Context: an optimization exercise on an open-source flow, tuned for small area. The choices shown serve that exercise and are no tape-out recipe. The RTL was checked by simulation tests, not by an equivalence proof against the original design. Power figures rest on the tool's default switching activity, not on a simulated workload.

--- design/flow/run.sh ---
#!/bin/bash
# synth_recipe.tcl (not shown) runs the flow's synth.tcl, then flattens the netlist and writes it again
# the make line also repeats each setting of config.mk as NAME=value (left out here)
make -C /OpenROAD-flow-scripts/flow DESIGN_CONFIG=/design/flow/config.mk WORK_HOME=/design/flow/orfs CLKGATE_MAP_FILE= SYNTH_SCRIPT=/design/flow/synth_recipe.tcl finish
--- design/flow/config.mk ---
export PLATFORM = sky130hd
export DESIGN_NAME = fu_complete_arbiter
export DESIGN_NICKNAME = fu_complete_arbiter
export VERILOG_FILES = /design/flow/design.v
export SDC_FILE = /design/flow/constraint.sdc
export NUM_CORES = 4
export LEC_CHECK = 0
export CAP_MARGIN = 20
export CORE_MARGIN = 2
export CORE_UTILIZATION = 40
export SLEW_MARGIN = 20
--- design/flow/constraint.sdc ---
create_clock -name core_clock -period 5.0 [get_ports {clk}]
set_input_delay 1.0000 -clock core_clock [delete_from_list [all_inputs] [get_ports {clk}]]
set_output_delay 1.0000 -clock core_clock [all_outputs]
set_load 0.01 [all_outputs]
--- design/flow/design.v ---
package rv32i_types;
  localparam int NUM_FU_DEFAULT = 4;
  typedef struct packed {
    logic        valid;
    logic [4:0]  rd;
    logic [31:0] data;
    logic [31:0] pc;
    logic [31:0] pc_wdata;
    logic [31:0] inst;
    logic [63:0] order;
    logic [4:0]  rs1_addr;
    logic [4:0]  rs2_addr;
    logic [31:0] rs1_rdata;
    logic [31:0] rs2_rdata;
    logic [31:0] mem_addr;
    logic [3:0]  mem_rmask;
    logic [3:0]  mem_wmask;
    logic [31:0] mem_rdata;
    logic [31:0] mem_wdata;
  } cdb_t;
  localparam int CDB_W = 376;   
endpackage
module cdb_fifo
#(
  parameter int DEPTH = 2,
  localparam int PTR_W = (DEPTH > 1) ? $clog2(DEPTH) : 1,
  localparam int CNT_W = $clog2(DEPTH + 1)
) (
  input  logic             clk,
  input  logic             rst,
  input  logic             flush,
  input  logic             push,
  input  logic [rv32i_types::CDB_W-1:0] push_data,
  input  logic             pop,
  output logic [rv32i_types::CDB_W-1:0] head,
  output logic             empty,
  output logic             full,
  output logic [CNT_W-1:0] count
);
  logic [rv32i_types::CDB_W-1:0] mem [DEPTH];
  logic [PTR_W-1:0] wr_ptr;
  logic [PTR_W-1:0] rd_ptr;
  logic             do_push;
  logic             do_pop;
  function automatic logic [PTR_W-1:0] ptr_next(input logic [PTR_W-1:0] p);
    ptr_next = (p == PTR_W'(DEPTH - 1)) ? '0 : p + 1'b1;
  endfunction
  assign empty   = (count == '0);
  assign full    = (count == CNT_W'(DEPTH));
  assign do_pop  = pop & ~empty & ~flush;
  assign do_push = push & ~flush & (~full | do_pop);
  assign head    = mem[rd_ptr];
  always_ff @(posedge clk) begin
    if (do_push) begin
      mem[wr_ptr] <= push_data;
    end
  end
  always_ff @(posedge clk) begin
    if (rst || flush) begin
      wr_ptr <= '0;
      rd_ptr <= '0;
      count  <= '0;
    end else begin
      if (do_push) begin
        wr_ptr <= ptr_next(wr_ptr);
      end
      if (do_pop) begin
        rd_ptr <= ptr_next(rd_ptr);
      end
      case ({do_push, do_pop})
        2'b10:   count <= count + 1'b1;
        2'b01:   count <= count - 1'b1;
        default: count <= count;
      endcase
    end
  end
endmodule
module fu_complete_arbiter
#(
  parameter int NUM_FU = rv32i_types::NUM_FU_DEFAULT,
  parameter int DEPTH  = 2,
  localparam int SRC_W = $clog2(NUM_FU),
  localparam int CNT_W = $clog2(DEPTH + 1)
) (
  input  logic              clk,
  input  logic              rst,
  input  logic              flush,
  input  logic [NUM_FU-1:0] fu_complete_valid,
  input  logic [NUM_FU*rv32i_types::CDB_W-1:0] fu_complete_data,
  output logic [NUM_FU-1:0] fu_slot_free,
  output logic              cdb_valid,
  output logic [rv32i_types::CDB_W-1:0] cdb_data,
  output logic [SRC_W-1:0]  cdb_src,
  output logic              overflow_err
);
  logic [NUM_FU-1:0][rv32i_types::CDB_W-1:0] head;
  logic [NUM_FU-1:0][CNT_W-1:0] count;
  logic [NUM_FU-1:0] empty;
  logic [NUM_FU-1:0] full;
  logic [NUM_FU-1:0] push;
  logic [NUM_FU-1:0] pop;
  logic [NUM_FU-1:0] ovf;
  logic [SRC_W-1:0]  rr_ptr;
  logic [SRC_W-1:0]  grant_idx;
  logic [SRC_W-1:0]  rr_next;
  logic              grant_valid;
  int                scan_idx;
  for (genvar i = 0; i < NUM_FU; i++) begin : g_fu
    assign push[i] = fu_complete_valid[i] & ~flush;
    assign pop[i]  = grant_valid & (grant_idx == SRC_W'(i)) & ~flush;
    assign ovf[i]  = push[i] & full[i] & ~pop[i];
    assign fu_slot_free[i] =
      (int'(count[i]) + int'(fu_complete_valid[i])) <= (DEPTH - 2);
    logic [rv32i_types::CDB_W-1:0] fifo_head;
    assign head[i] = fifo_head;
    cdb_fifo #(.DEPTH(DEPTH)) u_fifo (
      .clk       (clk),
      .rst       (rst),
      .flush     (flush),
      .push      (push[i]),
      .push_data (fu_complete_data[i*rv32i_types::CDB_W +: rv32i_types::CDB_W]),
      .pop       (pop[i]),
      .head      (fifo_head),
      .empty     (empty[i]),
      .full      (full[i]),
      .count     (count[i])
    );
  end
  always_comb begin
    grant_valid = 1'b0;
    grant_idx   = '0;
    scan_idx    = 0;
    for (int k = 0; k < NUM_FU; k++) begin
      scan_idx = int'(rr_ptr) + k;
      if (scan_idx >= NUM_FU) begin
        scan_idx = scan_idx - NUM_FU;
      end
      if (!grant_valid && !empty[scan_idx]) begin
        grant_valid = 1'b1;
        grant_idx   = SRC_W'(scan_idx);
      end
    end
  end
  assign rr_next = (grant_idx == SRC_W'(NUM_FU - 1)) ? '0 : grant_idx + 1'b1;
  always_ff @(posedge clk) begin
    if (rst || flush) begin
      cdb_valid <= 1'b0;
      cdb_data  <= '0;
      cdb_src   <= '0;
      rr_ptr    <= '0;
    end else if (grant_valid) begin
      cdb_valid <= 1'b1;
      cdb_data  <= head[grant_idx];
      cdb_src   <= grant_idx;
      rr_ptr    <= rr_next;
    end else begin
      cdb_valid <= 1'b0;
      cdb_data  <= '0;
    end
  end
  always_ff @(posedge clk) begin
    if (rst) begin
      overflow_err <= 1'b0;
    end else if (|ovf) begin
      overflow_err <= 1'b1;
    end
  end
endmodule
==> results.yml <==
status:
  status: "complete, no violations"
grt:
  grt_max_degree: 194
  grt_overflow_total: 0
  grt_util_all_layers_pct: 27.9
  grt_pass1_vias: 77200
  grt_pass1_wl_um: 625000
  antenna_found_initial: 336
floorplanning:
  ios: 1895
  die-area_sq_um: 324000
  die_y_um: 569
  start_util_pct: 40.2
  core_area_sq_um: 318000
  fp.dieW_um: 569
  fp-row-count: 207
flow_run:
  cap_violations: 0
timing:
  fin_ws_ns: 0.407
  finalHoldViolCount: 0
  rsz0062_at_grt: "no"
  period_share_pct: 91.9
  drv_slew: 0
  worst_pin_slew_ns: 1.32
  period_needed_ns: 4.59
  clock.fmax_mhz: 218
  setup_viol: 0
  maxSlewHeadroom_pct: 12.1
  timing.setup.tns_ns: 0
  clock_skew_ns: 0.0856
layout:
  multi_input_comb_area_sq_um: 27500
  drive_above_1_share_pct: 15.6
  final_common_cell: "edfxtp_1"
  area_delta_synth_final_pct: 29.2
  regArea_sq_um: 98400
  final_nets: 10900
  fillers: 26000
  mostFrequentLayoutCells: "edfxtp_1, clkdlybuf4s50_1, nand2_1"
detailed_routing:
  drc: 0
  first_pass_iters: 8
  ant_nets: 0
  wl_per_cell_um: 33.3
  num_vias: 77000
  routed_wl_um: 468000
  drtIter0Drc: 8759
  drt-vias-per-instance: 5.47
synth:
  synth_adder_area_share_pct: 0.157
  netlist_area_sq_um: 128000
  ys_ff_latch: 3410
  synthMuxAreaShare_pct: 12.5
  ys_seq_area_share_pct: 76.9
  synth_compound_area_share_pct: 6.08
  synth_xor_area_share_pct: 0.0891
  yosysUniqueCellTypes: 55
  synth.net_count: 8950
  avgSynthCellArea_sq_um: 17.2
  synth-edff-count: 3008
  async_flop_share_pct: 0
  synth_top_family_by_area: "multiplexers"
  ys.flop_type: "edfxtp_1"
  synth-simple-area-share_pct: 2.57
  synth_cells: 7423
  yosys_warnings: 2
critical_path:
  worstPathCellList: "clkdlybuf4s50_1 > ha_1 > ha_1 > nor3_1 > buf_4 > clkdlybuf4s50_1"
  path_class: "input pin to output port"
  critPathRequiredTime_ns: 4.00
  start_kind: "input pin"
  path_max_fanout: 3
  crit_path_end_kind: "output port"
  crit_arrival_ns: 3.59
  slowest_stage: "nor3_1"
  slowest_delay_ns: 0.70
clocking:
  hold_buffers: 0
  cts_tree: "built"
  htree_levels: 5
  cts_sinks: 3410
  ctsLongestPathBuffers: 4
  clkTransAtPathRegs_ns: 0.06
  cts_resized: 0
  cts_setup_buffers: 0
  cts-root-buf: "clkbuf_16"
  clk_latency_ns: 0.96
  cts_buffers: 361
power:
  power_density_nw_per_um2: 557
  ir_drop_mv: 1.55
  p_leak_nw: 51.7
min_path:
  hold_class: "register to register"
placement:
  portBuffers: 1894
  dpl_worst_slack_ns: 0.404
  place_hpwl_um: 341000
  place.gp.congestion: 0.928
## state kept, by name, summed over array words and instances (netlist names), named ones only
signal and flops:
g_fu.u_fifo.wr_ptr 4, cdb_valid 1, cdb_src 2, g_fu.u_fifo.rd_ptr 4, overflow_err 1, g_fu.u_fifo.count 8, rr_ptr 2, g_fu.u_fifo.mem 3008
cdb_data 376
## path summary, 6_finish.rpt
path                                       startpoint                    endpoint  slack, ns  depth (start not counted)
worst max register to register              rr_ptr[1]  g_fu[2].u_fifo.mem[0][358]       0.82                         12
worst max-delay path             fu_complete_valid[2]             fu_slot_free[2]       0.41                          6
worst min register to register  g_fu[2].u_fifo.wr_ptr       g_fu[2].u_fifo.wr_ptr       0.51                          2
worst min-delay path            g_fu[2].u_fifo.wr_ptr       g_fu[2].u_fifo.wr_ptr       0.51                          2
## stage by stage
stage          total power, mW  instance area (sq um)  utilization, %  hold WS [ns]  std cells
2_1_floorplan             51.8                 128000               -         0.463       7423
3_3_place_gp              65.2                 153000            48.0         0.461      13200
3_5_place_dp              65.3                 153000            48.0         0.466      13200
4_1_cts                   92.5                 165000            51.8         0.484      13900
5_1_grt                   95.6                 165000            51.9         0.531      14000
6_report                  92.1                 165000            52.0         0.508      14100
## routing by layer
layer  up-vias  routed length (um)  global-route usage, %
met3       978               39500                   7.00
met4       104               25200                   15.9
li1      33100                   -                      -
met5         -                 680                      0
met1     39000              171000                   33.0
met2      3889              232000                   46.4
## logic make-up (layout without fill, tap and decap cells)
logic type               Yosys count  count (layout)
AO/OA/AOI/OAI                   1164            1164
adder cells (fa/ha/maj)           16              16
other                              0             176
AND/OR/NAND/NOR                  833             833
XOR/XNOR                          13              13
flip-flops                      3410            3410
buffers and inverters            480            2780
multiplexers                    1507            1507
## cell type report
class / count / area share (%)
Tap cell: 4180 / 3.16
Antenna cell: 176 / 0.267
Timing Repair Buffer: 2099 / 13.0
Clock inverter: 149 / 1.21
Clock buffer: 521 / 6.11
Sequential cell: 3410 / 59.5
Multi-Input combinational cell: 3533 / 16.7
Inverter: 11 / 0.0432
## cells in the mapped netlist, types with 2 or more instances
cell / n / area (sq um)
edfxtp_1: 3008 / 90300
nand2_1: 756 / 2840
o211ai_1: 753 / 5650
mux2_2: 752 / 8470
mux2i_1: 752 / 7530
dfxtp_1: 402 / 8050
a21oi_1: 388 / 1940
clkbuf_1: 258 / 968
buf_2: 195 / 976
nor2_1: 31 / 116
ha_1: 16 / 200
buf_1: 11 / 41.3
nor3_1: 10 / 50.1
inv_1: 9 / 33.8
xnor2_1: 9 / 78.8
o21ai_0: 8 / 40.0
nand2b_1: 5 / 31.3
nor3b_1: 5 / 37.5
or3_1: 5 / 31.3
nand3_1: 4 / 20.0
nor2b_1: 4 / 25.0
xor2_1: 4 / 35.0
buf_4: 3 / 22.5
or2_2: 3 / 18.8
o2111ai_1: 2 / 17.5
## worst max-delay path, delay by kind of cell
kind | cells | cell delay (ns)
and+or+nand+nor | 1 | 0.70
buffers and inverters | 3 | 1.31
adders and majority gates | 2 | 0.57
## report_power, final
part | internal [mW] | switching, mW
Combinational | 9.66 | 21.1
Clock | 16.0 | 11.3
Sequential | 33.0 | 0.994
Total | 58.7 | 33.5

## what the ideal ports hide
In the flow no input, the clock included, has a driving cell. The finished layout below was timed again as built, in two steps. Step 1 (the two cells are an assumption about what drives the block):
set clk [get_ports {clk}]
set_driving_cell -lib_cell sky130_fd_sc_hd__clkbuf_16 $clk
set_driving_cell -lib_cell sky130_fd_sc_hd__buf_2 [delete_from_list [all_inputs] $clk]
Step 2 adds t to the input delays and takes it off the output delays; t is the mean of the earliest and latest rising clock arrival at the registers after step 1. Input paths then give back, and output paths get back, about the clock's delay inside the block. a / b / c = no drivers / after step 1 / after step 2; a / b = the first two.
t (ns): 1.035
setup slack, ns: 0.407 / 0.341 / 0.341
worst setup path at the end: input to output
clock arrival spread, ns: 0.091 / 0.091
pins driven straight from the clock port: 1
After both steps this run still meets setup and hold. For this run, drivers alone change the setup slack by -0.066 ns; drivers and shift together by -0.066 ns.
